This design comes from an exercise in tuning for small area, a short achievable clock period and few clock cycles on the open sky130 flow, not from production work.
Where RTL was checked, it was by simulation tests only, not by an equivalence proof against the original.
Function not checked in runs 1 to 5: the RTL went through the layout flow alone.
No activity file was given, so power comes from the tool's default toggle rates.

**config.mk**
```make
export PLATFORM = sky130hd
export DESIGN_NAME = odp_writer
export DESIGN_NICKNAME = odp_writer
export VERILOG_FILES = /design/flow/design.v
export SDC_FILE = /design/flow/constraint.sdc
export NUM_CORES = 4
export LEC_CHECK = 0
export ABC_CLOCK_PERIOD_IN_PS = 3000
export CAP_MARGIN = 20
export CORE_MARGIN = 2
export CORE_UTILIZATION = 55
export CTS_CLUSTER_DIAMETER = 150
export CTS_CLUSTER_SIZE = 30
export SLEW_MARGIN = 20
```
**constraint.sdc**
```tcl
create_clock -name core_clock -period 12.0 [get_ports {clk}]
set_input_delay 2.4000 -clock core_clock [delete_from_list [all_inputs] [get_ports {clk}]]
set_output_delay 2.4000 -clock core_clock [all_outputs]
set_load 0.01 [all_outputs]
```
**design.v**
```verilog
module odp_writer #(
    parameter int DEPTH = 18           
) (
    input  logic        clk,
    input  logic        rst_n,
    input  logic        px_in_vld,
    input  logic [15:0] px_in,
    output logic        px_in_rdy,
    output logic        MEM_REQ,
    output logic [31:0] MEM_ADDR,
    output logic [3:0]  MEM_CMD,
    output logic        MEM_WE,
    output logic [31:0] MEM_DOUT,
    output logic        MEM_WVLD,
    input  logic        MEM_WRDY,
    input  logic        MEM_ODP_SEL,
    input  logic        MEM_FIN,
    input  logic        ODP_START,
    output logic        ODP_STATUS,
    input  logic [31:0] CFG_WRITE_START_ADDR,
    input  logic [8:0]  CFG_WIDTH,
    input  logic [8:0]  CFG_HEIGHT,
    input  logic [9:0]  CFG_NUM_FMAP
);
    localparam int MD = DEPTH - 1;             
    typedef enum logic [1:0] {B_IDLE, B_REQ, B_DATA, B_FIN} bst_t;
    logic          status_q, rdy_q, in_done_q, half_q;
    logic          last_q;                     
    logic [8:0]    wlen_q, hlen_q, wc_q, hc_q;
    logic [9:0]    nc_q;
    logic [31:0]   addr_q;
    logic [31:0]   mem_q [MD];
    logic [MD-1:0] wsel_q;                     
    logic [MD-1:0] rsel_q;                     
    logic [31:0]   rdata;
    logic [DEPTH-1:0] tot_q;                   
    logic          hv_q;                       
    logic [31:0]   dout_q;
    bst_t          bst_q;
    logic          req_q, wvld_q;
    logic [3:0]    cmd_q, beat_q;
    logic          empty_job, start, xfer, last_px, fin_px, commit, pop, ld, job_end;
    logic          space0, space1, rdy_run, req_go;
    logic          mnz, m_lt_md, m_lt_md1, ge16, ge15, nz;
    logic [3:0]    cnt4, cnt4m1;
    logic [3:0]    cmd_d;
    logic          last_nx, lo_ok, hi_ok;
    assign px_in_rdy  = rdy_q;
    assign ODP_STATUS = status_q;
    assign MEM_REQ    = req_q;
    assign MEM_WE     = req_q;
    assign MEM_ADDR   = addr_q;
    assign MEM_CMD    = cmd_q;
    assign MEM_WVLD   = wvld_q;
    assign MEM_DOUT   = dout_q;
    assign empty_job = (CFG_WIDTH == '0) || (CFG_HEIGHT == '0) || (CFG_NUM_FMAP == '0);
    assign start     = !status_q && ODP_START && !empty_job;
    assign xfer      = px_in_vld && rdy_q;
    assign last_px   = last_q;
    assign fin_px    = xfer && last_px;
    assign commit    = xfer && (half_q || last_px);
    assign pop       = wvld_q && MEM_WRDY;
    assign ld        = (pop || !hv_q) && mnz;
    assign job_end   = (bst_q == B_FIN) && MEM_FIN && in_done_q && !nz;
    assign nz       = tot_q[0];
    assign ge15     = tot_q[14];
    assign ge16     = tot_q[15];
    assign mnz      = hv_q ? tot_q[1] : tot_q[0];
    assign m_lt_md  = hv_q ? !tot_q[MD] : !tot_q[MD-1];
    assign m_lt_md1 = hv_q ? !tot_q[MD-1] : !tot_q[MD-2];
    always_comb begin
        cnt4   = 4'd0;                       
        cnt4m1 = 4'd0;                       
        for (int k = 0; k < 15; k++) if (tot_q[k]) cnt4 = 4'(k + 1);
        for (int k = 1; k < 16; k++) if (tot_q[k]) cnt4m1 = 4'(k);
    end
    assign space0  = ld || m_lt_md;                  
    assign space1  = ld ? m_lt_md : m_lt_md1;        
    assign rdy_run = xfer ? (!half_q || space1) : (half_q || space0);
    assign req_go = status_q && (ge16 || (commit && ge15) || (in_done_q && nz) || fin_px);
    assign cmd_d  = commit ? cnt4 : cnt4m1;
    always_comb begin
        if (wc_q != 9'd1)      last_nx = (wc_q == 9'd2) && (hc_q == 9'd1) && (nc_q == 10'd1);
        else if (hc_q != 9'd1) last_nx = (wlen_q == 9'd1) && (hc_q == 9'd2) && (nc_q == 10'd1);
        else                   last_nx = (wlen_q == 9'd1) && (hlen_q == 9'd1) && (nc_q == 10'd2);
    end
    always_comb begin
        rdata = '0;
        for (int i = 0; i < MD; i++) rdata = rdata | (mem_q[i] & {32{rsel_q[i]}});
    end
    always_ff @(posedge clk or negedge rst_n) begin
        if (!rst_n) begin
            status_q  <= 1'b0;
            rdy_q     <= 1'b0;
            in_done_q <= 1'b0;
            half_q    <= 1'b0;
            wsel_q    <= MD'(1);
            rsel_q    <= MD'(1);
            tot_q     <= '0;
            hv_q      <= 1'b0;
            bst_q     <= B_IDLE;
            req_q     <= 1'b0;
            wvld_q    <= 1'b0;
        end else begin
            if (!status_q) begin
                status_q  <= start;
                rdy_q     <= start;
                in_done_q <= 1'b0;
                half_q    <= 1'b0;
            end else begin
                if (job_end) status_q <= 1'b0;
                rdy_q     <= !in_done_q && !fin_px && rdy_run;
                in_done_q <= in_done_q || fin_px;
                half_q    <= half_q ^ xfer;
            end
            if (commit && !pop)      tot_q <= {tot_q[DEPTH-2:0], 1'b1};
            else if (pop && !commit) tot_q <= {1'b0, tot_q[DEPTH-1:1]};
            hv_q   <= ld || (hv_q && !pop);
            if (commit) wsel_q <= {wsel_q[MD-2:0], wsel_q[MD-1]};
            if (ld)     rsel_q <= {rsel_q[MD-2:0], rsel_q[MD-1]};
            case (bst_q)
                B_IDLE: if (req_go) begin
                    req_q <= 1'b1;
                    bst_q <= B_REQ;
                end
                B_REQ: if (MEM_ODP_SEL) begin
                    wvld_q <= 1'b1;
                    bst_q  <= B_DATA;
                end
                B_DATA: if (pop && beat_q == 4'd0) begin
                    wvld_q <= 1'b0;
                    bst_q  <= B_FIN;
                end
                B_FIN: if (MEM_FIN) begin
                    req_q <= 1'b0;
                    bst_q <= B_IDLE;
                end
                default: bst_q <= B_IDLE;
            endcase
        end
    end
    always_ff @(posedge clk) begin
        if (!status_q) begin
            wlen_q <= CFG_WIDTH;
            hlen_q <= CFG_HEIGHT;
            wc_q   <= CFG_WIDTH;
            hc_q   <= CFG_HEIGHT;
            nc_q   <= CFG_NUM_FMAP;
            addr_q <= CFG_WRITE_START_ADDR;
            last_q <= (CFG_WIDTH == 9'd1) && (CFG_HEIGHT == 9'd1) && (CFG_NUM_FMAP == 10'd1);
        end else begin
            if (xfer) last_q <= last_nx;
            if (xfer) begin
                if (wc_q == 9'd1) begin
                    wc_q <= wlen_q;
                    if (hc_q == 9'd1) begin
                        hc_q <= hlen_q;
                        nc_q <= nc_q - 10'd1;
                    end else begin
                        hc_q <= hc_q - 9'd1;
                    end
                end else begin
                    wc_q <= wc_q - 9'd1;
                end
            end
            if (bst_q == B_FIN && MEM_FIN) addr_q[31:6] <= addr_q[31:6] + 26'd1;
        end
        if (bst_q == B_IDLE) begin
            cmd_q  <= cmd_d;
            beat_q <= cmd_d;
        end else if (bst_q == B_DATA && pop) begin
            beat_q <= beat_q - 4'd1;
        end
        if (ld) dout_q <= rdata;
    end
    assign lo_ok = rdy_q && !half_q;
    assign hi_ok = rdy_q && (half_q || last_q);
    always_ff @(posedge clk) begin
        for (int i = 0; i < MD; i++) begin
            if (px_in_vld && lo_ok && wsel_q[i]) mem_q[i][15:0]  <= px_in;
            if (px_in_vld && hi_ok && wsel_q[i]) mem_q[i][31:16] <= half_q ? px_in : 16'h0000;
        end
    end
endmodule
```
**flow/run.sh**
```bash
#!/bin/bash
# Own layout flow: the standard ORFS flow (standard.sh), with
#  - the port buffers made from buf_2 cells instead of the default delay-buffer cells,
set -euo pipefail
export BUFFER_PORTS_ARGS="-buffer_cell sky130_fd_sc_hd__buf_2"
bash standard.sh SETUP_SLACK_MARGIN=9 finish > flow_make.log 2>&1
```
**standard.sh**
```bash
#!/bin/bash
# synth_recipe.tcl (not shown) runs the flow's synth.tcl, then flattens the netlist and writes it again
# the make line also repeats each setting of config.mk as NAME=value (left out here)
make -C /OpenROAD-flow-scripts/flow DESIGN_CONFIG=/design/flow/config.mk WORK_HOME=/design/flow/orfs CLKGATE_MAP_FILE= SYNTH_SCRIPT=/design/flow/synth_recipe.tcl "${@:-finish}"
```
==> flow_summary_export.csv, run 1 <==
group,metric,value,unit
routing,routed_wl,77.3,mm
setup_path,r2r-start,"half_q",
grt,grt_pass1_wl,111,mm
clock_tree,htree_levels,1,
timing,fin_crit_sh,0.304,
floorplanning,die_w,230,um
synthesis,syn_area,0.0280,sq mm
grt,grt_max_degree,96,
synthesis,ys.flop_type,"edfxtp_1",
floorplanning,start_util,0.557,
place,place_congestion,0.848,
timing,hold_ws,0.522,ns
clock_tree,cts_tree,"done",
clock_tree,cts_root_buf,"clkbuf_16",
setup_path,reg2reg_depth,8,
clock_tree,clk_pin_slew_worst_paths,0.12,ns
floorplanning,die_y,230,um
setup_path,worstSetupEndpointType,"output port",
synthesis,synth-edff-count,663,
floorplanning,core_area,0.0503,sq mm
power,fin_total_pwr,5.59,mW
finish,syn_to_final_growth,16.2,%
synthesis,seq_area_frac_synth,0.765,
place,numPortBuffers,155,
synthesis,yosysTopAreaCell,"edfxtp_1",
synthesis,synthMostInstantiatedCell,"edfxtp_1",
setup_path,crit_path_max_incr_delay,0.45,ns
hold_path,worstHoldPathType,"register to register",
setup_path,cp_num_buf_inv,1,
clock_tree,numCtsBuffers,28,
synthesis,synth_cell_types,58,
setup_path,worstSetupPathType,"register to output port",
routing,wl_per_cell,28.3,um
timing,max_freq,274,MHz
status,status,"no timing/DRC/antenna violations",
timing,clock-skew-final,0.0452,ns
synthesis,postSynthNetCount,1894,
grt,antenna_found_initial,4,
synthesis,synthTopCellsByArea,"edfxtp_1, a22oi_1, dfrtp_1",
setup_path,crit_cells,1,
synthesis,synth_top_area_share,0.710,
timing,relSlewSlack,0.314,
place,dpl.hpwl,45.6,mm
synthesis,netlist_top_cells_count,"edfxtp_1, a22oi_1, nand2_1, nor2_1, clkbuf_1",
synthesis,syn_inst,1794,
setup_path,crit_path_max_fanout,2,
finish,drive_gt1_frac,0.231,
timing,finalHoldViolations,0,
routing,firstDrtPassIters,6,
timing,setup_tns,0,ns
timing,tightestPinTransition,1.03,ns
finish,final_core_util,0.648,
floorplanning,io-pin-count,156,
clock_tree,clock_latency,0.63,ns
power,ir_worst_vdd,0.000209,V
setup_path,cp-start-kind,"register",
routing,route.detailed.drc,0,
floorplanning,dieArea,0.0528,sq mm
power,p_leak,11.4,nW
setup_path,crit_family,"flip-flops",
grt,grt_overflow,0,
setup_path,crit_start,"addr_q[19]",
setup_path,crit_path_cell_trace,"buf_2",
clock_tree,cts.sinks,724,
grt,track_usage,0.289,
routing,vias,17307,
routing,routed_via_density,6.34,
synthesis,synth-async-reset-ratio,0.0843,
hold_path,hold_depth,2,
flow_run,cap_violations,0,
timing,setup_viol,0,
finish,nNetsFinal,2134,
timing,rsz0062_at_grt,"true",
synthesis,yosys_warnings,2,
synthesis,synth-seq-cells,724,
timing,final_max_slew_viol_count,0,
setup_path,worstPathArrival,1.25,ns
setup_path,critPathSlowestCell,"edfxtp_1",
routing,drt-initial-drc-count,2283,
clock_tree,cts_buffer_depth,3,
floorplanning,fp-row-count,82,
setup_path,worst_ep_required_time,9.60,ns
grt,grt_pass1_vias,16656,
routing,drtAntennaViolNets,0,
timing,finalCriticalPeriod,3.65,ns
hold_path,worstHoldStart,"rsel_q[15]",
finish,nFillCells,3605,
power,power_density,172,mW/mm^2
synthesis,syn_area_per_cell,15.6,sq um
[worst register-to-register path, stage by stage (launching register included)]
cell and delay [ns]:
dfrtp_1 0.82, nor2_1 0.29, or2_4 0.40, buf_12 0.16, inv_12 0.06, buf_12 0.11
and2_4 0.18, buf_12 0.12, buf_12 0.12
[through the flow]
step                      setup WS [ns]  std cells  area, sq um
after floorplan                    8.24       1794        28400
after global placement             7.64       2528        29500
after detailed placement           7.61       2528        29500
after CTS                          8.35       2698        32100
after global routing               8.32       2729        32600
final                              8.35       2729        32600
[final cells by class]
class | instances | area, sq um | area share
Timing Repair inverter | 3 | 43.8 | 0.00134
Tap cell | 672 | 841 | 0.0258
Sequential cell | 724 | 21400 | 0.659
Clock buffer | 51 | 808 | 0.0248
Multi-Input combinational cell | 962 | 6730 | 0.207
Antenna cell | 1 | 2.50 | 0.0000768
Inverter | 24 | 119 | 0.00365
Timing Repair Buffer | 291 | 2550 | 0.0782
Clock inverter | 1 | 30.0 | 0.000922
[report_power, final]
| part | switching [mW] | internal (mW) |
|---|---|---|
| clock network | 0.742 | 0.467 |
| registers | 0.102 | 3.06 |
| logic | 0.711 | 0.511 |
[logic make-up (layout without fill, tap and decap cells)]
group                    count (synthesis)  after routing  synth area share
other                                    0              1                 0
multiplexers                            29             29            0.0108
adder cells (fa/ha/maj)                 17             17           0.00759
AND/OR/NAND/NOR                        437            464            0.0768
AO/OA/AOI/OAI                          407            407             0.105
XOR/XNOR                                45             45            0.0141
buffers and inverters                  135            370            0.0206
flip-flops                             724            724             0.765
[registers in the layout (all words and copies together), names as in the netlist, 2 cells and up]
register  flops
mem_q       544
tot_q        18
hlen_q        9
bst_q         2
addr_q       32
dout_q       32
beat_q        4
rsel_q       17
wc_q          9
nc_q         10
cmd_q         4
hc_q          9
wlen_q        9
wsel_q       17
[cell usage in the layout (no fill, tap or decap), types with 16 or more instances in the layout]
| master | instances |
|---|---|
| edfxtp_1 | 663 |
| a22oi_1 | 197 |
| buf_2 | 144 |
| nand2_1 | 113 |
| nor2_1 | 92 |
| and2_4 | 63 |
| buf_4 | 63 |
| nand3_1 | 53 |
| dfrtp_1 | 51 |
| a21oi_1 | 50 |
| buf_6 | 40 |
| nand4_1 | 33 |
| a222oi_1 | 32 |
| buf_12 | 31 |
| xor2_1 | 29 |
| clkbuf_16 | 29 |
| a21o_1 | 26 |
| inv_1 | 22 |
| o21ai_0 | 22 |
| clkbuf_1 | 22 |
| a221oi_1 | 20 |
| nor3_1 | 19 |
| mux2i_1 | 18 |
| xnor2_1 | 16 |
| o21ai_1 | 16 |
| ha_1 | 16 |
[routing by layer]
layer / share of wire / GRT usage / up-vias
li1: - / - / 7535
met5: 0.00039 / 0 / -
met4: 0.013 / 0.0452 / 4
met2: 0.47 / 0.451 / 901
met3: 0.10 / 0.0680 / 66
met1: 0.41 / 0.427 / 8801
[what timing repair did]
item,CTS,global route
resized for setup,120,64
setup buffers,90,20
pin swaps,17,22
hold buffers,0,0
setup endpoints to repair,992,592
gates cloned,28,10
[worst paths after layout]
check,end,slack (ns)
worst max-delay path,MEM_ADDR[19],8.35
worst min-delay path,rsel_q[16],0.52
worst max register to register,mem_q[9][25],9.46
worst min register to register,rsel_q[16],0.52
max in group asynchronous,rdy_q,9.41
min in group asynchronous,tot_q[5],1.94
==> run 2, diff against run 1 <==
--- a/design.v
+++ b/design.v
@@ -1,5 +1,5 @@
 module odp_writer #(
-    parameter int DEPTH = 18           
+    parameter int DEPTH = 17           
 ) (
     input  logic        clk,
     input  logic        rst_n,
==> run 2 against run 1 <==
  * Highest routed layer unchanged
  * Cell area fell by 6.0%
  * Via count fell by 8.8%
  * Global-route usage fell by 2.1 points
  * Largest cell class unchanged
  * Sequential power fell by 4%
  * Clock power fell by 7%
  * Core utilization fell by 0.77 points
  * Largest power group unchanged
==> flow_summary_export.csv, run 2 <==
group,metric,value,unit
status,status,"no timing/DRC/antenna violations",
place,placement.cell_area,0.0282,sq mm
timing,finalHoldViolations,0,
timing,max_freq,274,MHz
grt,grt_pass1_vias,15237,
setup_path,r2r-start,"hc_q[4]",
synthesis,synth_xor_xnor_area_share,0.0144,
hold_path,worstHoldPathType,"register to register",
synthesis,postSynthNetCount,1726,
routing,routed_via_density,6.38,
clock_tree,htree_levels,1,
finish,nFillCells,3457,
setup_path,critPathSlowestCell,"dfrtp_4",
routing,drtAntennaViolNets,0,
power,power_density,170,mW/mm^2
routing,route.detailed.drc,0,
routing,drt-initial-drc-count,1481,
routing,vias,15776,
clock_tree,cts.sinks,689,
floorplanning,dieArea,0.0504,sq mm
finish,stdcell_area,0.0306,sq mm
routing,routed_wl,68.5,mm
finish,final_cells,2471,
synthesis,syn_area_per_cell,16.4,sq um
synthesis,synthTopCellsByArea,"edfxtp_1, dfrtp_1, a22o_1",
flow_run,cap_violations,0,
synthesis,netlist_top_cells_count,"edfxtp_1, a22o_1, a221oi_1, clkbuf_1, nor2_1",
finish,nNetsFinal,1934,
finish,layout_common_cells,"edfxtp_1, buf_2, a22o_1, a221oi_1, nor2_1",
synthesis,synth-async-reset-ratio,0.0842,
clock_tree,cts_buffer_depth,3,
setup_path,worstSetupPathType,"register to output port",
timing,relSlewSlack,0.212,
finish,largest_reg_flops,512,
finish,regMostFlops,"mem_q",
synthesis,syn_area,0.0267,sq mm
finish,reg.largest.list,"mem_q x512, addr_q x32, dout_q x32",
hold_path,worstHoldStart,"wsel_q[9]",
synthesis,synth_cell_types,53,
place,place_congestion,0.789,
place,numPortBuffers,155,
synthesis,synth.area.mux_share,0.0180,
setup_path,rrSetupSlack,9.36,ns
timing,finalCriticalPeriod,3.65,ns
grt,grt_overflow,0,
grt,grt_pass1_wl,98.9,mm
place,dpl.hpwl,35.9,mm
grt,antenna_found_initial,2,
clock_tree,numCtsBuffers,26,
routing,wl_per_cell,27.7,um
timing,clock-skew-final,0.0254,ns
clock_tree,cts_hold_buf,0,
setup_path,cp-start-kind,"register",
synthesis,yosys_warnings,2,
synthesis,seq_area_frac_synth,0.764,
clock_tree,cts_tree,"done",
synthesis,synth-edff-count,631,
timing,fin_crit_sh,0.304,
finish,layout_commonest_cell,"edfxtp_1",
power,p_leak,10.5,nW
finish,drive_gt1_frac,0.227,
synthesis,synthAdderAreaFrac,0.00796,
synthesis,synth-compound-area-share,0.118,
synthesis,yosysTopAreaCell,"edfxtp_1",
floorplanning,die_w,224,um
clock_tree,cts_root_buf,"clkbuf_16",
setup_path,rr_endpoint,"nc_q[4]",
clock_tree,clock_latency,0.62,ns
grt,track_usage,0.268,
floorplanning,start_util,0.558,
setup_path,worstPathArrival,1.25,ns
power,ir_worst_vdd,0.000132,V
finish,syn_to_final_growth,14.6,%
place,placedCellCount,2306,
synthesis,synthMostInstantiatedCell,"edfxtp_1",
timing,setup_tns,0,ns
routing,firstDrtPassIters,7,
setup_path,crit_path_max_incr_delay,0.51,ns
setup_path,crit_path_cell_trace,"buf_6",
hold_path,holdPathEnd,"wsel_q[9]",
timing,rsz0062_at_grt,"true",
setup_path,worstSetupEndpointType,"output port",
synthesis,syn_inst,1626,
setup_path,crit_path_max_fanout,2,
floorplanning,core_area,0.0478,sq mm
synthesis,synth-seq-cells,689,
setup_path,worst_ep_required_time,9.60,ns
setup_path,crit_family,"flip-flops",
timing,fin_ws,8.35,ns
floorplanning,fp-row-count,80,
hold_path,hold_depth,1,
floorplanning,io-pin-count,156,
timing,setup_viol,0,
clock_tree,clk_pin_slew_worst_paths,0.11,ns
synthesis,synth_top_area_share,0.709,
timing,hold_ws,0.523,ns
place,place_ws,6.76,ns
synthesis,ys.flop_type,"edfxtp_1",
setup_path,reg2reg_depth,3,
floorplanning,die_y,224,um
setup_path,cp_num_buf_inv,1,
grt,grt_max_degree,66,
synthesis,synthSimpleGateAreaFrac,0.0590,
synthesis,synth_top_family_by_area,"compound AO/OA/AOI/OAI gates",
timing,final_max_slew_viol_count,0,
timing,tightestPinTransition,1.18,ns
run 2: final cells by class:
class                   count  area (sq um)  area share
flip-flops and latches    689         20400       0.667
multi-input cells         812          6200       0.202
repair buffers            277          2350      0.0768
well taps                 615           769      0.0251
clock buffers              48           754      0.0246
inverters                  25           105     0.00343
repair inverters            3          20.0    0.000654
diodes                      2          5.00    0.000163
run 2: stage by stage:
stage / utilization / power (mW)
floorplan: - / 3.63
global placement: 0.589 / 3.90
detailed placement: 0.589 / 3.92
CTS: 0.627 / 5.18
global route: 0.640 / 5.40
finish: 0.640 / 5.20
run 2: what timing repair did:
action,CTS,global route
cloned,4,1
pin swaps,15,21
setup endpoints to repair,695,330
resized for setup,32,18
setup buffers,77,33
run 2: worst max-delay path by stage:
stage	start	end	slack, ns	cells after the start
finish	status_q	ODP_STATUS	8.35	1
global route	status_q	ODP_STATUS	8.31	1
CTS	status_q	ODP_STATUS	8.32	1
detailed placement	MEM_WRDY	rdy_q	6.76	6
global placement	MEM_WRDY	rdy_q	6.81	6
floorplan	MEM_WRDY	rdy_q	8.23	6
run 2: per-layer routing:
metal / wire [um] / global-route usage / vias up
met3: 4570 / 0.0383 / 79
met5: 11 / 0 / -
met4: 1320 / 0.0643 / 2
met1: 28800 / 0.381 / 8171
li1: - / - / 6952
met2: 33800 / 0.442 / 572
run 2: cells by family (layout without fill, tap and decap cells):
kind of cell | count (synthesis) | count (layout)
adders and majority gates | 17 | 17
buffers and inverters | 127 | 353
DFF | 689 | 689
AOI/OAI and AO/OA | 402 | 403
muxes | 45 | 45
xor gates and xnor gates | 44 | 44
other | 0 | 2
and+or+nand+nor | 302 | 303
run 2: power breakdown:
group,total (mW),internal [mW],switching (mW)
clock,1.13,0.432,0.700
sequential,3.02,2.92,0.103
combinational,1.04,0.427,0.617
total,5.20,3.78,1.42
==> run 3, diff against run 2 <==
--- a/design.v
+++ b/design.v
@@ -23,6 +23,7 @@
     input  logic [9:0]  CFG_NUM_FMAP
 );
     localparam int MD = DEPTH - 1;             
+    localparam int PW = $clog2(MD);
     typedef enum logic [1:0] {B_IDLE, B_REQ, B_DATA, B_FIN} bst_t;
     logic          status_q, rdy_q, in_done_q, half_q;
     logic          last_q;                     
@@ -30,7 +31,8 @@
     logic [9:0]    nc_q;
     logic [31:0]   addr_q;
     logic [31:0]   mem_q [MD];
-    logic [MD-1:0] wsel_q;                     
+    logic [PW-1:0] wr_q;                       
+    logic [MD-1:0] wsel;                       
     logic [MD-1:0] rsel_q;                     
     logic [31:0]   rdata;
     logic [DEPTH-1:0] tot_q;                   
@@ -88,13 +90,14 @@
         rdata = '0;
         for (int i = 0; i < MD; i++) rdata = rdata | (mem_q[i] & {32{rsel_q[i]}});
     end
+    always_comb for (int i = 0; i < MD; i++) wsel[i] = (wr_q == PW'(i));
     always_ff @(posedge clk or negedge rst_n) begin
         if (!rst_n) begin
             status_q  <= 1'b0;
             rdy_q     <= 1'b0;
             in_done_q <= 1'b0;
             half_q    <= 1'b0;
-            wsel_q    <= MD'(1);
+            wr_q      <= '0;
             rsel_q    <= MD'(1);
             tot_q     <= '0;
             hv_q      <= 1'b0;
@@ -116,7 +119,7 @@
             if (commit && !pop)      tot_q <= {tot_q[DEPTH-2:0], 1'b1};
             else if (pop && !commit) tot_q <= {1'b0, tot_q[DEPTH-1:1]};
             hv_q   <= ld || (hv_q && !pop);
-            if (commit) wsel_q <= {wsel_q[MD-2:0], wsel_q[MD-1]};
+            if (commit) wr_q <= (wr_q == PW'(MD - 1)) ? '0 : wr_q + PW'(1);
             if (ld)     rsel_q <= {rsel_q[MD-2:0], rsel_q[MD-1]};
             case (bst_q)
                 B_IDLE: if (req_go) begin
@@ -177,8 +180,8 @@
     assign hi_ok = rdy_q && (half_q || last_q);
     always_ff @(posedge clk) begin
         for (int i = 0; i < MD; i++) begin
-            if (px_in_vld && lo_ok && wsel_q[i]) mem_q[i][15:0]  <= px_in;
-            if (px_in_vld && hi_ok && wsel_q[i]) mem_q[i][31:16] <= half_q ? px_in : 16'h0000;
+            if (px_in_vld && lo_ok && wsel[i]) mem_q[i][15:0]  <= px_in;
+            if (px_in_vld && hi_ok && wsel[i]) mem_q[i][31:16] <= half_q ? px_in : 16'h0000;
         end
     end
 endmodule
==> flow/run.sh (replaced) <==
#!/bin/bash
# Own layout flow: the standard ORFS flow (standard.sh), with
#  - the port buffers made from buf_2 cells instead of the default delay-buffer cells,
set -euo pipefail
export BUFFER_PORTS_ARGS="-buffer_cell sky130_fd_sc_hd__buf_2"
bash standard.sh SETUP_SLACK_MARGIN=8.5 finish > flow_make.log 2>&1
--- a/config.mk
+++ b/config.mk
@@ -9,6 +9,6 @@
 export CAP_MARGIN = 20
 export CORE_MARGIN = 2
 export CORE_UTILIZATION = 55
-export CTS_CLUSTER_DIAMETER = 150
-export CTS_CLUSTER_SIZE = 30
+export CTS_CLUSTER_DIAMETER = 100
+export CTS_CLUSTER_SIZE = 20
 export SLEW_MARGIN = 20
==> run 3 against run 2 <==
  * Wire length decreased by 2.3%
  * Synthesized cell count decreased by 0.31%
  * Critical path depth unchanged
  * Core utilization decreased by 0.37 points
  * Synthesized area decreased by 1.5%
  * Sequential share of layout area decreased by 0.069 points
  * Critical path type unchanged
  * Largest power group unchanged
  * Highest routed layer is now met4
==> flow_summary_export.csv, run 3 <==
group,metric,value,unit
flow_run,cap_violations,0,
timing,max_freq,279,MHz
finish,largest_reg_flops,512,
power,fin_total_pwr,5.52,mW
floorplanning,die_y,223,um
setup_path,crit_path_max_fanout,2,
setup_path,rrSetupSlack,8.93,ns
synthesis,synthMostInstantiatedCell,"edfxtp_1",
timing,finalCriticalPeriod,3.59,ns
timing,relSlewSlack,0.236,
floorplanning,die_w,223,um
routing,routed_via_density,6.38,
routing,wl_per_cell,27.4,um
setup_path,critPathSlowestCell,"edfxtp_1",
timing,fin_crit_sh,0.299,
grt,grt_pass1_wl,97.9,mm
setup_path,cp_num_buf_inv,1,
timing,hold_ws,0.537,ns
setup_path,worstPathArrival,1.19,ns
synthesis,seq_area_frac_synth,0.764,
finish,layout_commonest_cell,"edfxtp_1",
finish,reg.largest.list,"mem_q x512, addr_q x32, dout_q x32",
synthesis,syn_area_per_cell,16.2,sq um
synthesis,syn_area,0.0263,sq mm
grt,grt_overflow,0,
setup_path,r2r-start,"hc_q[5]",
setup_path,cp-start-kind,"register",
setup_path,crit_path_max_incr_delay,0.44,ns
routing,vias,15585,
synthesis,synth-async-reset-ratio,0.0679,
routing,drt-initial-drc-count,1853,
place,placedCellCount,2301,
timing,clock-skew-final,0.0155,ns
routing,drtAntennaViolNets,0,
clock_tree,cts_tree,"done",
routing,route.detailed.drc,0,
setup_path,crit_family,"flip-flops",
clock_tree,clock_latency,0.58,ns
synthesis,synth_cell_types,60,
hold_path,worstHoldPathType,"register to register",
timing,tightestPinTransition,1.15,ns
synthesis,synth_top_area_share,0.720,
setup_path,worst_ep_required_time,9.60,ns
hold_path,hold_depth,1,
synthesis,postSynthNetCount,1725,
timing,setup_tns,0,ns
place,dpl.hpwl,36.0,mm
synthesis,netlist_top_cells_count,"edfxtp_1, a221oi_1, a22o_1, nor2_1, clkbuf_1",
setup_path,worstSetupPathType,"register to output port",
clock_tree,clk_pin_slew_worst_paths,0.09,ns
status,status,"no timing/DRC/antenna violations",
hold_path,holdPathEnd,"rsel_q[11]",
setup_path,rr_endpoint,"nc_q[4]",
timing,finalHoldViolations,0,
clock_tree,cts.sinks,677,
finish,layout_common_cells,"edfxtp_1, buf_2, a22o_1, a221oi_1, nor2_1",
timing,rsz0062_at_grt,"true",
place,place_congestion,0.798,
timing,fin_ws,8.41,ns
floorplanning,dieArea,0.0496,sq mm
power,power_density,183,mW/mm^2
synthesis,syn_inst,1621,
grt,grt_max_degree,99,
routing,routed_wl,67.0,mm
clock_tree,htree_levels,2,
clock_tree,numCtsBuffers,39,
finish,drive_gt1_frac,0.214,
synthesis,yosysTopAreaCell,"edfxtp_1",
setup_path,crit_path_cell_trace,"buf_2",
floorplanning,core_area,0.0474,sq mm
place,place_ws,6.67,ns
routing,firstDrtPassIters,5,
grt,antenna_found_initial,1,
clock_tree,cts_root_buf,"clkbuf_16",
hold_path,worstHoldStart,"rsel_q[11]",
finish,nNetsFinal,1917,
timing,final_max_slew_viol_count,0,
floorplanning,start_util,0.555,
place,numPortBuffers,155,
grt,track_usage,0.269,
floorplanning,fp-row-count,80,
clock_tree,cts_buffer_depth,3,
setup_path,worstSetupEndpointType,"output port",
finish,syn_to_final_growth,14.7,%
finish,final_cells,2443,
timing,setup_viol,0,
grt,grt_pass1_vias,15170,
synthesis,synthTopCellsByArea,"edfxtp_1, a221oi_1, a22o_1",
power,ir_worst_vdd,0.000175,V
synthesis,synth-seq-cells,677,
synthesis,ys.flop_type,"edfxtp_1",
power,p_leak,10.1,nW
floorplanning,io-pin-count,156,
synthesis,synth-edff-count,631,
finish,regMostFlops,"mem_q",
setup_path,reg2reg_depth,3,
synthesis,yosys_warnings,2,
run 3: changes by cell type after synthesis, sizes merged, moves of 5 or more:
cell and change:
nor3 -5, and2 -32, a21o -12, o21ai +10, nand3 +7, dfrtp -11
mux2 -5, nor2 +22, inv +7
run 3: final cells by class:
class,count,area (sq um)
diodes,1,2.50
multi-input cells,808,6090
inverters,32,138
repair buffers,254,1990
clock buffers,52,1050
clock inverters,3,30.0
well taps,615,769
fillers,3451,17300
repair inverters,1,7.51
flip-flops and latches,677,20100
run 3: routing by layer:
layer / GRT usage / vias to the layer above / wire [um]
met2: 0.443 / 595 / 32700
met4: 0.0602 / 0 / 1240
met1: 0.384 / 8019 / 28300
met3: 0.0401 / 83 / 4660
met5: 0 / - / 0
li1: - / 6888 / -
run 3: per-stage QoR:
step / util / instance area, sq um
final: 0.636 / 30200
after global routing: 0.636 / 30200
after CTS: 0.630 / 29900
after detailed placement: 0.589 / 28000
after global placement: 0.589 / 28000
after floorplan: - / 26800
run 3: how the worst max path moves through the flow:
stage	start	cells past startpoint	slack, ns	endpoint
after floorplan	MEM_WRDY	6	8.25	rdy_q
after global routing	addr_q[18]	1	8.37	MEM_ADDR[18]
after global placement	MEM_WRDY	6	6.69	rdy_q
after detailed placement	MEM_WRDY	6	6.67	rdy_q
final	addr_q[16]	1	8.41	MEM_ADDR[16]
after CTS	addr_q[18]	1	8.36	MEM_ADDR[18]
run 3: cell families after synthesis:
family                     after synthesis  synth area share
AOI/OAI and AO/OA                      404             0.119
xor gates and xnor gates                44            0.0146
adders and majority gates               21           0.00998
buffers and inverters                  136            0.0201
DFF                                    677             0.764
muxes                                   38            0.0154
and+or+nand+nor                        301            0.0572
run 3: where the power goes:
group	total [mW]	switching [mW]	internal (mW)
logic	1.10	0.685	0.410
clock network	1.35	0.733	0.614
registers	3.07	0.124	2.95
total	5.52	1.54	3.97
run 3: what timing repair did:
action                                  CTS  global route
gates cloned                              1             0
pin swaps                                20            10
resized for setup                        11             4
setup buffers                            60            25
endpoints found under the setup margin  445           351
hold buffers                              0             0
==> run 4, diff against run 3 <==
--- a/design.v
+++ b/design.v
@@ -38,6 +38,8 @@
     logic [DEPTH-1:0] tot_q;                   
     logic          hv_q;                       
     logic [31:0]   dout_q;
+    logic [15:0]   px_q;
+    logic          wlo_q, whi_q, hz_q;
     bst_t          bst_q;
     logic          req_q, wvld_q;
     logic [3:0]    cmd_q, beat_q;
@@ -46,7 +48,7 @@
     logic          mnz, m_lt_md, m_lt_md1, ge16, ge15, nz;
     logic [3:0]    cnt4, cnt4m1;
     logic [3:0]    cmd_d;
-    logic          last_nx, lo_ok, hi_ok;
+    logic          last_nx;
     assign px_in_rdy  = rdy_q;
     assign ODP_STATUS = status_q;
     assign MEM_REQ    = req_q;
@@ -67,7 +69,7 @@
     assign nz       = tot_q[0];
     assign ge15     = tot_q[14];
     assign ge16     = tot_q[15];
-    assign mnz      = hv_q ? tot_q[1] : tot_q[0];
+    assign mnz      = hv_q ? (whi_q ? tot_q[2] : tot_q[1]) : (whi_q ? tot_q[1] : tot_q[0]);
     assign m_lt_md  = hv_q ? !tot_q[MD] : !tot_q[MD-1];
     assign m_lt_md1 = hv_q ? !tot_q[MD-1] : !tot_q[MD-2];
     always_comb begin
@@ -79,7 +81,7 @@
     assign space0  = ld || m_lt_md;                  
     assign space1  = ld ? m_lt_md : m_lt_md1;        
     assign rdy_run = xfer ? (!half_q || space1) : (half_q || space0);
-    assign req_go = status_q && (ge16 || (commit && ge15) || (in_done_q && nz) || fin_px);
+    assign req_go = status_q && (ge16 || (commit && ge15) || (in_done_q && nz) || (fin_px && nz));
     assign cmd_d  = commit ? cnt4 : cnt4m1;
     always_comb begin
         if (wc_q != 9'd1)      last_nx = (wc_q == 9'd2) && (hc_q == 9'd1) && (nc_q == 10'd1);
@@ -101,6 +103,8 @@
             rsel_q    <= MD'(1);
             tot_q     <= '0;
             hv_q      <= 1'b0;
+            wlo_q     <= 1'b0;
+            whi_q     <= 1'b0;
             bst_q     <= B_IDLE;
             req_q     <= 1'b0;
             wvld_q    <= 1'b0;
@@ -119,7 +123,9 @@
             if (commit && !pop)      tot_q <= {tot_q[DEPTH-2:0], 1'b1};
             else if (pop && !commit) tot_q <= {1'b0, tot_q[DEPTH-1:1]};
             hv_q   <= ld || (hv_q && !pop);
-            if (commit) wr_q <= (wr_q == PW'(MD - 1)) ? '0 : wr_q + PW'(1);
+            wlo_q  <= xfer && !half_q;
+            whi_q  <= commit;
+            if (whi_q) wr_q <= (wr_q == PW'(MD - 1)) ? '0 : wr_q + PW'(1);
             if (ld)     rsel_q <= {rsel_q[MD-2:0], rsel_q[MD-1]};
             case (bst_q)
                 B_IDLE: if (req_go) begin
@@ -176,12 +182,12 @@
         end
         if (ld) dout_q <= rdata;
     end
-    assign lo_ok = rdy_q && !half_q;
-    assign hi_ok = rdy_q && (half_q || last_q);
     always_ff @(posedge clk) begin
+        px_q <= px_in;
+        hz_q <= !half_q;
         for (int i = 0; i < MD; i++) begin
-            if (px_in_vld && lo_ok && wsel[i]) mem_q[i][15:0]  <= px_in;
-            if (px_in_vld && hi_ok && wsel[i]) mem_q[i][31:16] <= half_q ? px_in : 16'h0000;
+            if (wlo_q && wsel[i]) mem_q[i][15:0]  <= px_q;
+            if (whi_q && wsel[i]) mem_q[i][31:16] <= hz_q ? 16'h0000 : px_q;
         end
     end
 endmodule
==> run 4 against run 3 <==
  * Total power increased by 3.8%
  * Clock skew rose by 0.0071 ns
  * Clock-buffer cell count is 13 higher
  * Largest power group unchanged
  * Sequential share of layout area is 1.4 points higher
  * Critical endpoint is now MEM_ADDR[15]
  * Via count rose by 2.1%
  * Synthesized cell count increased by 2.5%
  * Critical path type unchanged
  * Critical path depth did not move
  * Global-route usage up 0.50 points
  * Still clean
==> flow_summary_export.csv, run 4 <==
group,metric,value,unit
place,place_ws,7.76,ns
synthesis,postSynthNetCount,1766,
timing,final_max_slew_viol_count,0,
timing,clock-skew-final,0.0226,ns
synthesis,synthSimpleGateAreaFrac,0.0638,
finish,drive_gt1_frac,0.208,
setup_path,crit_path_max_fanout,5,
routing,wl_met2,32.0,mm
timing,fin_crit_sh,0.303,
clock_tree,cts_buffer_depth,3,
grt,grt_overflow,0,
routing,highest_layer,"met4",
routing,drtAntennaViolNets,0,
setup_path,worst_ep_required_time,9.60,ns
routing,firstDrtPassIters,5,
timing,tightestPinTransition,1.18,ns
grt,antenna_found_initial,2,
routing,drt-initial-drc-count,1627,
timing,finalHoldViolations,0,
place,placedCellCount,2379,
finish,layout_commonest_cell,"edfxtp_1",
clock_tree,clk_pin_slew_worst_paths,0.09,ns
synthesis,synth-async-reset-ratio,0.0690,
setup_path,worstSetupPathType,"register to output port",
synthesis,synthMostInstantiatedCell,"edfxtp_1",
synthesis,syn_area_per_cell,16.2,sq um
routing,wl_per_cell,27.7,um
synthesis,synthAdderAreaFrac,0.0102,
setup_path,cp_num_buf_inv,1,
clock_tree,cts_tree,"done",
setup_path,crit_family,"flip-flops",
timing,setup_tns,0,ns
finish,nNetsFinal,1945,
timing,setup_viol,0,
floorplanning,dieArea,0.0508,sq mm
timing,fin_ws,8.36,ns
clock_tree,numCtsBuffers,40,
timing,max_freq,275,MHz
finish,layout_common_cells,"edfxtp_1, buf_2, a22o_1, a221oi_1, buf_4",
place,numPortBuffers,155,
finish,regArea,0.0205,sq mm
flow_run,cap_violations,0,
setup_path,crit_path_max_incr_delay,0.48,ns
finish,regMostFlops,"mem_q",
power,ir_worst_vdd,0.000121,V
synthesis,synth.area.mux_share,0.0171,
setup_path,critPathSlowestCell,"edfxtp_1",
routing,vias,15907,
timing,rsz0062_at_grt,"true",
routing,wl_met3,5.43,mm
place,placement.cell_area,0.0286,sq mm
synthesis,ys.flop_type,"edfxtp_1",
clock_tree,clock_latency,0.60,ns
setup_path,worstPathArrival,1.24,ns
grt,grt_pass1_vias,15501,
routing,routed_wl,69.0,mm
routing,routed_via_density,6.39,
floorplanning,io-pin-count,156,
status,status,"no timing/DRC/antenna violations",
finish,final_cells,2488,
timing,relSlewSlack,0.214,
finish,syn_to_final_growth,11.7,%
timing,finalCriticalPeriod,3.64,ns
hold_path,worstHoldPathType,"register to register",
setup_path,worstSetupEndpointType,"output port",
clock_tree,cts_root_buf,"clkbuf_16",
synthesis,synth_cell_types,68,
grt,grt_pass1_wl,100,mm
finish,final_core_util,0.619,
synthesis,yosys_warnings,2,
power,power_density,190,mW/mm^2
grt,track_usage,0.274,
synthesis,netlist_top_cells_count,"edfxtp_1, a221oi_1, a22o_1, nor2_1, clkbuf_1",
clock_tree,htree_levels,2,
routing,met1Wirelength,30.1,mm
clock_tree,cts.sinks,696,
synthesis,yosysTopAreaCell,"edfxtp_1",
setup_path,crit_path_cell_trace,"buf_6",
place,dpl.hpwl,38.0,mm
synthesis,synth-edff-count,631,
finish,stdcell_area,0.0301,sq mm
floorplanning,start_util,0.554,
routing,route.detailed.drc,0,
synthesis,seq_area_frac_synth,0.760,
synthesis,synth_top_family_by_area,"compound AO/OA/AOI/OAI gates",
finish,nFillCells,3618,
finish,reg.largest.list,"mem_q x512, addr_q x32, dout_q x32",
synthesis,synthTopCellsByArea,"edfxtp_1, dfrtp_1, a221oi_1",
synthesis,synth_xor_xnor_area_share,0.0143,
floorplanning,die_w,225,um
power,p_leak,10.1,nW
synthesis,syn_inst,1661,
grt,grt_max_degree,90,
synthesis,synth-seq-cells,696,
floorplanning,fp-row-count,81,
floorplanning,die_y,225,um
finish,largest_reg_flops,512,
setup_path,cp-start-kind,"register",
finish,multi_input_area,0.00612,sq mm
clock_tree,cts_hold_buf,0,
floorplanning,core_area,0.0486,sq mm
synthesis,synth_top_area_share,0.703,
synthesis,synth-compound-area-share,0.115,
place,place_congestion,0.804,
synthesis,syn_area,0.0270,sq mm
==> run 4: path summary, 6_finish.rpt <==
check / from / endpoint / slack (ns) / depth (start not counted)
worst max-delay path: addr_q[15] / MEM_ADDR[15] / 8.36 / 1
worst min-delay path: rsel_q[12] / rsel_q[12] / 0.53 / 1
worst max register to register: wc_q[5] / nc_q[8] / 8.99 / 3
worst min register to register: rsel_q[12] / rsel_q[12] / 0.53 / 1
max in group asynchronous: rst_n / status_q / 9.55 / 2
min in group asynchronous: rst_n / rsel_q[1] / 1.93 / 2
==> run 4: worst register-to-register path, cell delays in order, from the launching register on <==
cell,delay [ns]
edfxtp_1,0.53
nor4_4,0.41
nand3_1,0.63
o31ai_2,1.07
==> run 4: power by group <==
| group | internal (mW) | total, mW | switching [mW] |
|---|---|---|---|
| Combinational | 0.425 | 1.10 | 0.679 |
| Sequential | 3.04 | 3.21 | 0.173 |
| Clock | 0.644 | 1.41 | 0.766 |
| Total | 4.11 | 5.73 | 1.62 |
==> run 4: metrics by stage <==
stage	power, mW	hold WS (ns)
3_3_place_gp	4.24	0.502
6_report	5.73	0.527
5_1_grt	5.96	0.548
3_5_place_dp	4.27	0.508
2_1_floorplan	3.89	0.493
4_1_cts	5.72	0.529
==> run 4: cells by family (layout without fill, tap and decap cells) <==
family,after synthesis,count (layout)
AOI/OAI and AO/OA,395,395
xor gates and xnor gates,44,44
adders and majority gates,22,22
buffers and inverters,134,338
DFF,696,696
muxes,43,43
other,0,1
and+or+nand+nor,327,327
==> run 4: per-layer routing <==
layer,up-vias,global-route usage
met2,601,0.422
met4,0,0.0667
li1,6987,-
met1,8226,0.413
met5,-,0
met3,93,0.0442
==> run 4: repair_timing <==
item	4_1_cts	5_1_grt
setup endpoints to repair	89	73
resized for setup	6	2
setup buffers	29	11
==> run 4: cell type report <==
type / instances / share of cell area
Inverter: 27 / 0.00336
Clock buffer: 65 / 0.0370
Multi-Input combinational cell: 831 / 0.203
Clock inverter: 2 / 0.000831
Timing Repair Buffer: 244 / 0.0492
Tap cell: 622 / 0.0258
Sequential cell: 696 / 0.680
Antenna cell: 1 / 0.0000831
==> run 5, diff against run 4 <==
--- a/design.v
+++ b/design.v
@@ -42,7 +42,7 @@
     logic          wlo_q, whi_q, hz_q;
     bst_t          bst_q;
     logic          req_q, wvld_q;
-    logic [3:0]    cmd_q, beat_q;
+    logic [3:0]    beat_q;                     
     logic          empty_job, start, xfer, last_px, fin_px, commit, pop, ld, job_end;
     logic          space0, space1, rdy_run, req_go;
     logic          mnz, m_lt_md, m_lt_md1, ge16, ge15, nz;
@@ -54,7 +54,7 @@
     assign MEM_REQ    = req_q;
     assign MEM_WE     = req_q;
     assign MEM_ADDR   = addr_q;
-    assign MEM_CMD    = cmd_q;
+    assign MEM_CMD    = beat_q;                   
     assign MEM_WVLD   = wvld_q;
     assign MEM_DOUT   = dout_q;
     assign empty_job = (CFG_WIDTH == '0) || (CFG_HEIGHT == '0) || (CFG_NUM_FMAP == '0);
@@ -175,7 +175,6 @@
             if (bst_q == B_FIN && MEM_FIN) addr_q[31:6] <= addr_q[31:6] + 26'd1;
         end
         if (bst_q == B_IDLE) begin
-            cmd_q  <= cmd_d;
             beat_q <= cmd_d;
         end else if (bst_q == B_DATA && pop) begin
             beat_q <= beat_q - 4'd1;
--- a/config.mk
+++ b/config.mk
@@ -8,7 +8,7 @@
 export ABC_CLOCK_PERIOD_IN_PS = 3000
 export CAP_MARGIN = 20
 export CORE_MARGIN = 2
-export CORE_UTILIZATION = 55
+export CORE_UTILIZATION = 65
 export CTS_CLUSTER_DIAMETER = 100
 export CTS_CLUSTER_SIZE = 20
 export SLEW_MARGIN = 20
==> run 5 against run 4 <==
  * Clock-buffer cell count is 6 higher
  * Synthesized area decreased by 0.81%
  * Non-clock buffer count rose by 2
  * Sequential share of layout area is essentially flat
  * Wire length decreased by 5.1%
  * Maximum frequency grew 0.97%
  * Synthesized cell count shrank 1.4%
  * Flip-flop and latch count decreased by 4
  * Combinational power is 15% lower
  * Die area decreased by 16%
  * Largest power group unchanged
  * Highest routed layer is now met5
==> flow_summary_export.csv, run 5 <==
group,metric,value,unit
status,status,"no timing/DRC/antenna violations",
finish,drive_gt1_frac,0.209,
grt,grt_max_degree,78,
place,place_ws,7.58,ns
finish,syn_to_final_growth,12.0,%
routing,route.detailed.drc,0,
routing,vias,15851,
routing,drt-initial-drc-count,1663,
setup_path,rr_endpoint,"nc_q[3]",
grt,grt_pass1_wl,96.4,mm
grt,grt_overflow,0,
setup_path,rrSetupSlack,9.11,ns
power,fin_total_pwr,5.43,mW
setup_path,crit_path_max_fanout,1,
flow_run,cap_violations,0,
clock_tree,cts.sinks,692,
timing,rsz0062_at_grt,"true",
synthesis,ys.flop_type,"edfxtp_1",
timing,finalHoldViolations,0,
setup_path,crit_path_max_incr_delay,0.47,ns
timing,max_freq,277,MHz
routing,met1Wirelength,26.2,mm
synthesis,synthTopCellsByArea,"edfxtp_1, dfrtp_1, a221oi_1",
power,ir_worst_vdd,0.000260,V
finish,regMostFlops,"mem_q",
setup_path,reg2reg_depth,3,
clock_tree,htree_levels,2,
synthesis,synth-async-reset-ratio,0.0694,
synthesis,yosysTopAreaCell,"edfxtp_1",
place,dpl.hpwl,36.4,mm
place,numPortBuffers,155,
timing,relSlewSlack,0.194,
timing,clock-skew-final,0.0153,ns
synthesis,synth-seq-cells,692,
power,p_leak,10.2,nW
setup_path,cp-start-kind,"register",
synthesis,synth_top_area_share,0.704,
finish,layout_common_cells,"edfxtp_1, buf_2, a22o_1, a221oi_1, buf_4",
finish,layout_commonest_cell,"edfxtp_1",
clock_tree,cts_buffer_depth,3,
grt,grt_pass1_vias,15424,
setup_path,crit_path_cell_trace,"buf_6",
floorplanning,io-pin-count,156,
clock_tree,numCtsBuffers,40,
setup_path,r2r-start,"wc_q[5]",
setup_path,worst_ep_required_time,9.60,ns
finish,reg.largest.list,"mem_q x512, addr_q x32, dout_q x32",
routing,highest_layer,"met5",
floorplanning,fp-row-count,74,
synthesis,synth_cell_types,67,
timing,setup_tns,0,ns
routing,wl_met2,31.8,mm
routing,routed_wl,65.5,mm
timing,finalCriticalPeriod,3.61,ns
clock_tree,cts_hold_buf,0,
hold_path,holdPathEnd,"tot_q[16]",
grt,antenna_found_initial,2,
timing,final_max_slew_viol_count,0,
floorplanning,die_w,207,um
setup_path,worstSetupPathType,"register to output port",
clock_tree,clock_latency,0.58,ns
hold_path,worstHoldStart,"tot_q[16]",
finish,nNetsFinal,1930,
routing,routed_via_density,6.64,
setup_path,worstSetupEndpointType,"output port",
routing,wl_met3,5.91,mm
synthesis,yosys_warnings,2,
floorplanning,start_util,0.656,
floorplanning,dieArea,0.0428,sq mm
synthesis,syn_area_per_cell,16.3,sq um
clock_tree,cts_tree,"done",
timing,hold_ws,0.538,ns
synthesis,syn_area,0.0267,sq mm
grt,track_usage,0.312,
routing,firstDrtPassIters,5,
floorplanning,die_y,207,um
synthesis,netlist_top_cells_count,"edfxtp_1, a221oi_1, a22o_1, nor2_1, clkbuf_1",
routing,drtAntennaViolNets,0,
hold_path,hold_depth,2,
setup_path,cp_num_buf_inv,1,
routing,wl_per_cell,27.4,um
synthesis,seq_area_frac_synth,0.762,
synthesis,synth-edff-count,627,
timing,fin_crit_sh,0.300,
setup_path,crit_family,"flip-flops",
floorplanning,core_area,0.0407,sq mm
setup_path,critPathSlowestCell,"edfxtp_1",
power,power_density,181,mW/mm^2
timing,setup_viol,0,
finish,largest_reg_flops,512,
clock_tree,cts_root_buf,"clkbuf_16",
setup_path,worstPathArrival,1.21,ns
synthesis,synthMostInstantiatedCell,"edfxtp_1",
place,place_congestion,0.846,
timing,tightestPinTransition,1.21,ns
synthesis,syn_inst,1637,
synthesis,postSynthNetCount,1742,
timing,fin_ws,8.39,ns
clock_tree,clk_pin_slew_worst_paths,0.08,ns
hold_path,worstHoldPathType,"register to register",
## run 5: timing repair
action                                  CTS  global route
pin swaps                                 2             1
endpoints found under the setup margin  128            76
resized for setup                         8             6
gates cloned                              3             0
buffers inserted                         32             8
## run 5: cells by family after synthesis
family	after synthesis	share of synthesized area
compound gates	391	0.115
xor+xnor	46	0.0151
buf+inv	126	0.0185
mux	42	0.0169
simple gates	318	0.0629
fa+ha+maj	22	0.0103
flops	692	0.762
## run 5: cell type report
class / instances / area [sq um]
multi-input combinational: 822 / 6160
clock buffer: 71 / 1140
tap: 532 / 666
clock inverter: 1 / 8.76
inverter: 23 / 91.3
fill: 2558 / 10800
timing repair buffer: 246 / 1500
sequential: 692 / 20400
antenna: 1 / 2.50
## run 5: worst max-delay path by stage
stage          startpoint            to  cells past startpoint
2_1_floorplan   px_in_vld      bst_q[1]                      8
3_3_place_gp     MEM_WRDY         rdy_q                      6
3_5_place_dp     MEM_WRDY         rdy_q                      6
4_1_cts        dout_q[15]  MEM_DOUT[15]                      1
5_1_grt        dout_q[15]  MEM_DOUT[15]                      1
6_report       dout_q[15]  MEM_DOUT[15]                      1
## run 5: layer usage
layer / track usage / up-vias
met3: 0.0444 / 95
met4: 0.0838 / 2
li1: - / 6933
met1: 0.454 / 8053
met2: 0.502 / 768
met5: 0 / -
## run 5: report_power, final
part	total, mW	internal, mW	switching (mW)
Combinational	0.938	0.348	0.590
Sequential	3.11	2.96	0.147
Clock	1.38	0.649	0.735
## run 5: worst min-delay path, stage by stage, from the launching register on
cell,delay [ns]
dfrtp_1,0.38
nand2_1,0.06
o21ai_0,0.07
## run 5: per-stage QoR
stage | instance area (sq um) | utilization | cells
2_1_floorplan | 26900 | - | 1637
3_3_place_gp | 28300 | 0.696 | 2270
3_5_place_dp | 28400 | 0.696 | 2270
4_1_cts | 29800 | 0.732 | 2377
5_1_grt | 29900 | 0.735 | 2387
6_report | 29900 | 0.735 | 2388
==> run 6, diff against run 5 <==
--- a/design.v
+++ b/design.v
@@ -31,30 +31,27 @@
     logic [9:0]    nc_q;
     logic [31:0]   addr_q;
     logic [31:0]   mem_q [MD];
-    logic [PW-1:0] wr_q;                       
-    logic [MD-1:0] wsel;                       
-    logic [MD-1:0] rsel_q;                     
-    logic [31:0]   rdata;
+    logic [MD-1:0] wsel_q;                     
+    logic [PW-1:0] rd_q;
     logic [DEPTH-1:0] tot_q;                   
     logic          hv_q;                       
     logic [31:0]   dout_q;
-    logic [15:0]   px_q;
-    logic          wlo_q, whi_q, hz_q;
     bst_t          bst_q;
     logic          req_q, wvld_q;
-    logic [3:0]    beat_q;                     
+    logic [3:0]    cmd_q, beat_q;
     logic          empty_job, start, xfer, last_px, fin_px, commit, pop, ld, job_end;
     logic          space0, space1, rdy_run, req_go;
     logic          mnz, m_lt_md, m_lt_md1, ge16, ge15, nz;
     logic [3:0]    cnt4, cnt4m1;
     logic [3:0]    cmd_d;
-    logic          last_nx;
+    logic [PW-1:0] rd_inc;
+    logic          last_nx, lo_ok, hi_ok;
     assign px_in_rdy  = rdy_q;
     assign ODP_STATUS = status_q;
     assign MEM_REQ    = req_q;
     assign MEM_WE     = req_q;
     assign MEM_ADDR   = addr_q;
-    assign MEM_CMD    = beat_q;                   
+    assign MEM_CMD    = cmd_q;
     assign MEM_WVLD   = wvld_q;
     assign MEM_DOUT   = dout_q;
     assign empty_job = (CFG_WIDTH == '0) || (CFG_HEIGHT == '0) || (CFG_NUM_FMAP == '0);
@@ -69,7 +66,7 @@
     assign nz       = tot_q[0];
     assign ge15     = tot_q[14];
     assign ge16     = tot_q[15];
-    assign mnz      = hv_q ? (whi_q ? tot_q[2] : tot_q[1]) : (whi_q ? tot_q[1] : tot_q[0]);
+    assign mnz      = hv_q ? tot_q[1] : tot_q[0];
     assign m_lt_md  = hv_q ? !tot_q[MD] : !tot_q[MD-1];
     assign m_lt_md1 = hv_q ? !tot_q[MD-1] : !tot_q[MD-2];
     always_comb begin
@@ -81,30 +78,24 @@
     assign space0  = ld || m_lt_md;                  
     assign space1  = ld ? m_lt_md : m_lt_md1;        
     assign rdy_run = xfer ? (!half_q || space1) : (half_q || space0);
-    assign req_go = status_q && (ge16 || (commit && ge15) || (in_done_q && nz) || (fin_px && nz));
+    assign req_go = status_q && (ge16 || (commit && ge15) || (in_done_q && nz) || fin_px);
     assign cmd_d  = commit ? cnt4 : cnt4m1;
     always_comb begin
         if (wc_q != 9'd1)      last_nx = (wc_q == 9'd2) && (hc_q == 9'd1) && (nc_q == 10'd1);
         else if (hc_q != 9'd1) last_nx = (wlen_q == 9'd1) && (hc_q == 9'd2) && (nc_q == 10'd1);
         else                   last_nx = (wlen_q == 9'd1) && (hlen_q == 9'd1) && (nc_q == 10'd2);
     end
-    always_comb begin
-        rdata = '0;
-        for (int i = 0; i < MD; i++) rdata = rdata | (mem_q[i] & {32{rsel_q[i]}});
-    end
-    always_comb for (int i = 0; i < MD; i++) wsel[i] = (wr_q == PW'(i));
+    assign rd_inc = (rd_q == PW'(MD - 1)) ? '0 : rd_q + PW'(1);
     always_ff @(posedge clk or negedge rst_n) begin
         if (!rst_n) begin
             status_q  <= 1'b0;
             rdy_q     <= 1'b0;
             in_done_q <= 1'b0;
             half_q    <= 1'b0;
-            wr_q      <= '0;
-            rsel_q    <= MD'(1);
+            wsel_q    <= MD'(1);
+            rd_q      <= '0;
             tot_q     <= '0;
             hv_q      <= 1'b0;
-            wlo_q     <= 1'b0;
-            whi_q     <= 1'b0;
             bst_q     <= B_IDLE;
             req_q     <= 1'b0;
             wvld_q    <= 1'b0;
@@ -123,10 +114,8 @@
             if (commit && !pop)      tot_q <= {tot_q[DEPTH-2:0], 1'b1};
             else if (pop && !commit) tot_q <= {1'b0, tot_q[DEPTH-1:1]};
             hv_q   <= ld || (hv_q && !pop);
-            wlo_q  <= xfer && !half_q;
-            whi_q  <= commit;
-            if (whi_q) wr_q <= (wr_q == PW'(MD - 1)) ? '0 : wr_q + PW'(1);
-            if (ld)     rsel_q <= {rsel_q[MD-2:0], rsel_q[MD-1]};
+            if (commit) wsel_q <= {wsel_q[MD-2:0], wsel_q[MD-1]};
+            if (ld)     rd_q <= rd_inc;
             case (bst_q)
                 B_IDLE: if (req_go) begin
                     req_q <= 1'b1;
@@ -175,18 +164,19 @@
             if (bst_q == B_FIN && MEM_FIN) addr_q[31:6] <= addr_q[31:6] + 26'd1;
         end
         if (bst_q == B_IDLE) begin
+            cmd_q  <= cmd_d;
             beat_q <= cmd_d;
         end else if (bst_q == B_DATA && pop) begin
             beat_q <= beat_q - 4'd1;
         end
-        if (ld) dout_q <= rdata;
+        if (ld) dout_q <= mem_q[rd_q];
     end
+    assign lo_ok = rdy_q && !half_q;
+    assign hi_ok = rdy_q && (half_q || last_q);
     always_ff @(posedge clk) begin
-        px_q <= px_in;
-        hz_q <= !half_q;
         for (int i = 0; i < MD; i++) begin
-            if (wlo_q && wsel[i]) mem_q[i][15:0]  <= px_q;
-            if (whi_q && wsel[i]) mem_q[i][31:16] <= hz_q ? 16'h0000 : px_q;
+            if (px_in_vld && lo_ok && wsel_q[i]) mem_q[i][15:0]  <= px_in;
+            if (px_in_vld && hi_ok && wsel_q[i]) mem_q[i][31:16] <= half_q ? px_in : 16'h0000;
         end
     end
 endmodule
--- a/config.mk
+++ b/config.mk
@@ -8,7 +8,5 @@
 export ABC_CLOCK_PERIOD_IN_PS = 3000
 export CAP_MARGIN = 20
 export CORE_MARGIN = 2
-export CORE_UTILIZATION = 65
-export CTS_CLUSTER_DIAMETER = 100
-export CTS_CLUSTER_SIZE = 20
+export CORE_UTILIZATION = 55
 export SLEW_MARGIN = 20
==> run 6 against run 5 <==
  * Clock-buffer cell count is 21 higher
  * Largest power group unchanged
  * Total power is 39% higher
  * Sequential share of layout area is 4.8 points lower
  * Sequential power hardly changed
  * Worst hold slack worse by 0.017 ns
  * Clock skew is 0.0010 ns higher
  * Non-clock buffer count is 33 lower
  * Largest cell class unchanged
==> flow_summary_export.csv, run 6 <==
group,metric,value,unit
status,status,"no timing/DRC/antenna violations",
timing,finalHoldViolations,0,
power,power.internal,5.02,mW
setup_path,worst_ep_required_time,9.60,ns
synthesis,synth_cell_types,80,
floorplanning,core_area,0.0500,sq mm
setup_path,cp-start-kind,"register",
finish,nFillCells,3734,
routing,firstDrtPassIters,6,
power,p_clk_frac,0.283,
synthesis,seq_area_frac_synth,0.724,
timing,final_max_slew_viol_count,0,
setup_path,rrSetupSlack,8.56,ns
routing,routed_via_density,6.17,
timing,max_freq,279,MHz
clock_tree,cts_buffer_depth,3,
power,power_density,238,mW/mm^2
timing,fin_ws,8.42,ns
routing,vias,17019,
floorplanning,die_w,229,um
timing,setup_viol,0,
grt,grt_pass1_wl,107,mm
finish,drive_gt1_frac,0.202,
synthesis,netlist_top_cells_count,"edfxtp_1, nand2_1, nor2_1, a21oi_1, o21ai_0",
finish,regArea,0.0201,sq mm
grt,grt_overflow,0,
grt,track_usage,0.272,
hold_path,worstHoldStart,"wsel_q[3]",
setup_path,crit_path_cell_trace,"buf_2",
synthesis,syn_area_per_cell,14.8,sq um
routing,route.detailed.drc,0,
finish,multi_input_area,0.00717,sq mm
floorplanning,start_util,0.556,
place,placement.cell_area,0.0291,sq mm
finish,largest_reg_flops,512,
routing,drt-initial-drc-count,1638,
setup_path,crit_family,"flip-flops",
finish,stdcell_area,0.0318,sq mm
place,place_congestion,0.799,
grt,grt_max_degree,82,
timing,relSlewSlack,0.410,
timing,setup_tns,0,ns
floorplanning,dieArea,0.0523,sq mm
place,numPortBuffers,155,
clock_tree,clk_pin_slew_worst_paths,0.06,ns
setup_path,worstPathArrival,1.18,ns
power,p_sw_frac,0.337,
routing,wl_per_cell,25.8,um
finish,syn_to_final_growth,14.5,%
finish,reg.largest.list,"mem_q x512, addr_q x32, dout_q x32",
finish,regMostFlops,"mem_q",
power,power.switching,2.55,mW
power,ir_worst_vdd,0.000172,V
timing,rsz0062_at_grt,"true",
clock_tree,htree_levels,3,
grt,grt_pass1_vias,16995,
synthesis,yosys_warnings,2,
synthesis,syn_area,0.0278,sq mm
finish,final_core_util,0.636,
timing,fin_crit_sh,0.298,
clock_tree,cts.sinks,677,
timing,clock-skew-final,0.0164,ns
setup_path,worstSetupPathType,"register to output port",
finish,layout_commonest_cell,"edfxtp_1",
synthesis,ys.flop_type,"edfxtp_1",
hold_path,holdPathEnd,"wsel_q[3]",
synthesis,postSynthNetCount,1975,
clock_tree,cts_tree,"done",
synthesis,synth-seq-cells,677,
setup_path,reg2reg_depth,7,
finish,nNetsFinal,2133,
finish,final_cells,2760,
synthesis,syn_inst,1871,
floorplanning,die_y,229,um
timing,finalCriticalPeriod,3.58,ns
flow_run,cap_violations,0,
synthesis,synth-async-reset-ratio,0.0679,
place,dpl.hpwl,40.6,mm
place,placedCellCount,2587,
synthesis,synthTopCellsByArea,"edfxtp_1, dfrtp_1, a21oi_1",
power,seq_power_share,0.413,
setup_path,cp_num_buf_inv,1,
setup_path,rr_endpoint,"dout_q[29]",
hold_path,worstHoldPathType,"register to register",
setup_path,worstSetupEndpointType,"output port",
place,place_ws,7.40,ns
floorplanning,io-pin-count,156,
clock_tree,clock_latency,0.60,ns
clock_tree,cts_root_buf,"clkbuf_16",
grt,antenna_found_initial,3,
routing,drtAntennaViolNets,0,
setup_path,critPathSlowestCell,"edfxtp_1",
clock_tree,numCtsBuffers,71,
timing,tightestPinTransition,0.884,ns
setup_path,r2r-start,"rd_q[3]",
synthesis,yosysTopAreaCell,"edfxtp_1",
setup_path,crit_path_max_incr_delay,0.42,ns
power,p_leak,10.8,nW
power,p_comb_frac,0.305,
floorplanning,fp-row-count,82,
routing,routed_wl,71.1,mm
synthesis,synth-edff-count,631,
finish,layout_common_cells,"edfxtp_1, buf_2, nand2_1, nor2_1, a21oi_1",
setup_path,crit_path_max_fanout,2,
hold_path,hold_depth,1,
synthesis,synth_top_area_share,0.683,
synthesis,synthMostInstantiatedCell,"edfxtp_1",
run 6: logic make-up (layout without fill, tap and decap cells):
kind of cell    Yosys count  count (layout)  synth area share
compound gates          467             467             0.119
xor+xnor                 45              45            0.0142
fa+ha+maj                21              21           0.00946
buf+inv                 151             365            0.0246
flops                   677             677             0.724
mux                      71              71            0.0303
other cells               0               3                 0
simple gates            439             439            0.0787
run 6: worst max-delay path by stage:
stage                     from      endpoint  slack, ns  depth (start not counted)
finish              addr_q[23]  MEM_ADDR[23]       8.42                          1
global route        addr_q[18]  MEM_ADDR[18]       8.37                          1
CTS                 addr_q[18]  MEM_ADDR[18]       8.37                          1
detailed placement   px_in_vld      tot_q[1]       7.40                          6
global placement     px_in_vld      tot_q[9]       7.45                          6
floorplan             MEM_WRDY         rdy_q       8.30                          5
run 6: cell type report:
cell class / instances / area share
sequential: 677 / 0.633
multi-input combinational: 1043 / 0.226
clock buffer: 92 / 0.0617
timing repair buffer: 213 / 0.0410
tap: 672 / 0.0265
clock inverter: 37 / 0.00913
inverter: 22 / 0.00272
timing repair inverter: 1 / 0.000236
antenna: 3 / 0.000236
run 6: per-layer routing:
layer | vias to the layer above | global-route usage | share of wire
li1 | 7683 | - | -
met1 | 8574 | 0.385 | 0.43
met2 | 662 | 0.443 | 0.49
met3 | 100 | 0.0452 | 0.069
met4 | 0 | 0.0739 | 0.020
met5 | - | 0 | 0
run 6: power by group through the flow:
stage	Clock [mW]	Combinational, mW	Sequential [mW]
4_1_cts	2.17	2.27	3.12
3_5_place_dp	0	2.16	3.18
6_report	2.14	2.30	3.12
5_1_grt	2.27	2.48	3.14
3_3_place_gp	0	2.14	3.18
2_1_floorplan	0	1.45	3.14
run 6: timing repair:
action                     in CTS  in global routing
hold buffers                    0                  0
setup endpoints to repair     589                412
pin swaps                       0                  1
resized for setup              23                 20
setup buffers                  26                 14
cloned                          0                  1
run 6: per-stage QoR:
stage | hold WS (ns) | power (mW)
2_1_floorplan | 0.455 | 4.59
3_3_place_gp | 0.494 | 5.32
3_5_place_dp | 0.489 | 5.35
4_1_cts | 0.511 | 7.55
5_1_grt | 0.518 | 7.89
6_report | 0.521 | 7.56
Testbench counts of run 6, summed over its fixed seeds: cycles 181,168.

static timing again, ports no longer ideal:
How much do the figures lean on ideal ports? The routed layouts below were timed once more, with nothing changed but the port constraints. Step 1: set_driving_cell puts a clkbuf_16 on clk and a buf_2 on each other input, an assumption about the parent block. Step 2 times the ports against the registers' clock, not the clock port: input delays grow and output delays shrink by t, the midpoint of the rising clock arrivals with the driver on. a / b / c = ideal ports / drivers / drivers and shift; a / b = the first two.
run	t (ns)	setup slack, ns	worst register clock-pin slew, ns	worst data-port slew with drivers (ns)	pins driven straight from the clock port
run 1	0.673	8.349 / 8.287 / 7.970	0.12 / 0.12	0.08	1
run 2	0.666	8.346 / 8.286 / 8.281	0.12 / 0.12	0.08	1
run 3	0.638	8.414 / 8.354 / 7.914	0.09 / 0.09	0.08	1
run 4	0.643	8.360 / 8.302 / 7.966	0.09 / 0.09	0.07	1
run 5	0.631	8.395 / 8.336 / 7.921	0.09 / 0.09	0.07	1
run 6	0.658	8.418 / 8.355 / 7.904	0.06 / 0.06	0.08	1
After both steps every run listed still meets setup and hold. The setup slack of run 6, which loses most, moves by -0.063 ns with the drivers and by -0.514 ns with both steps.
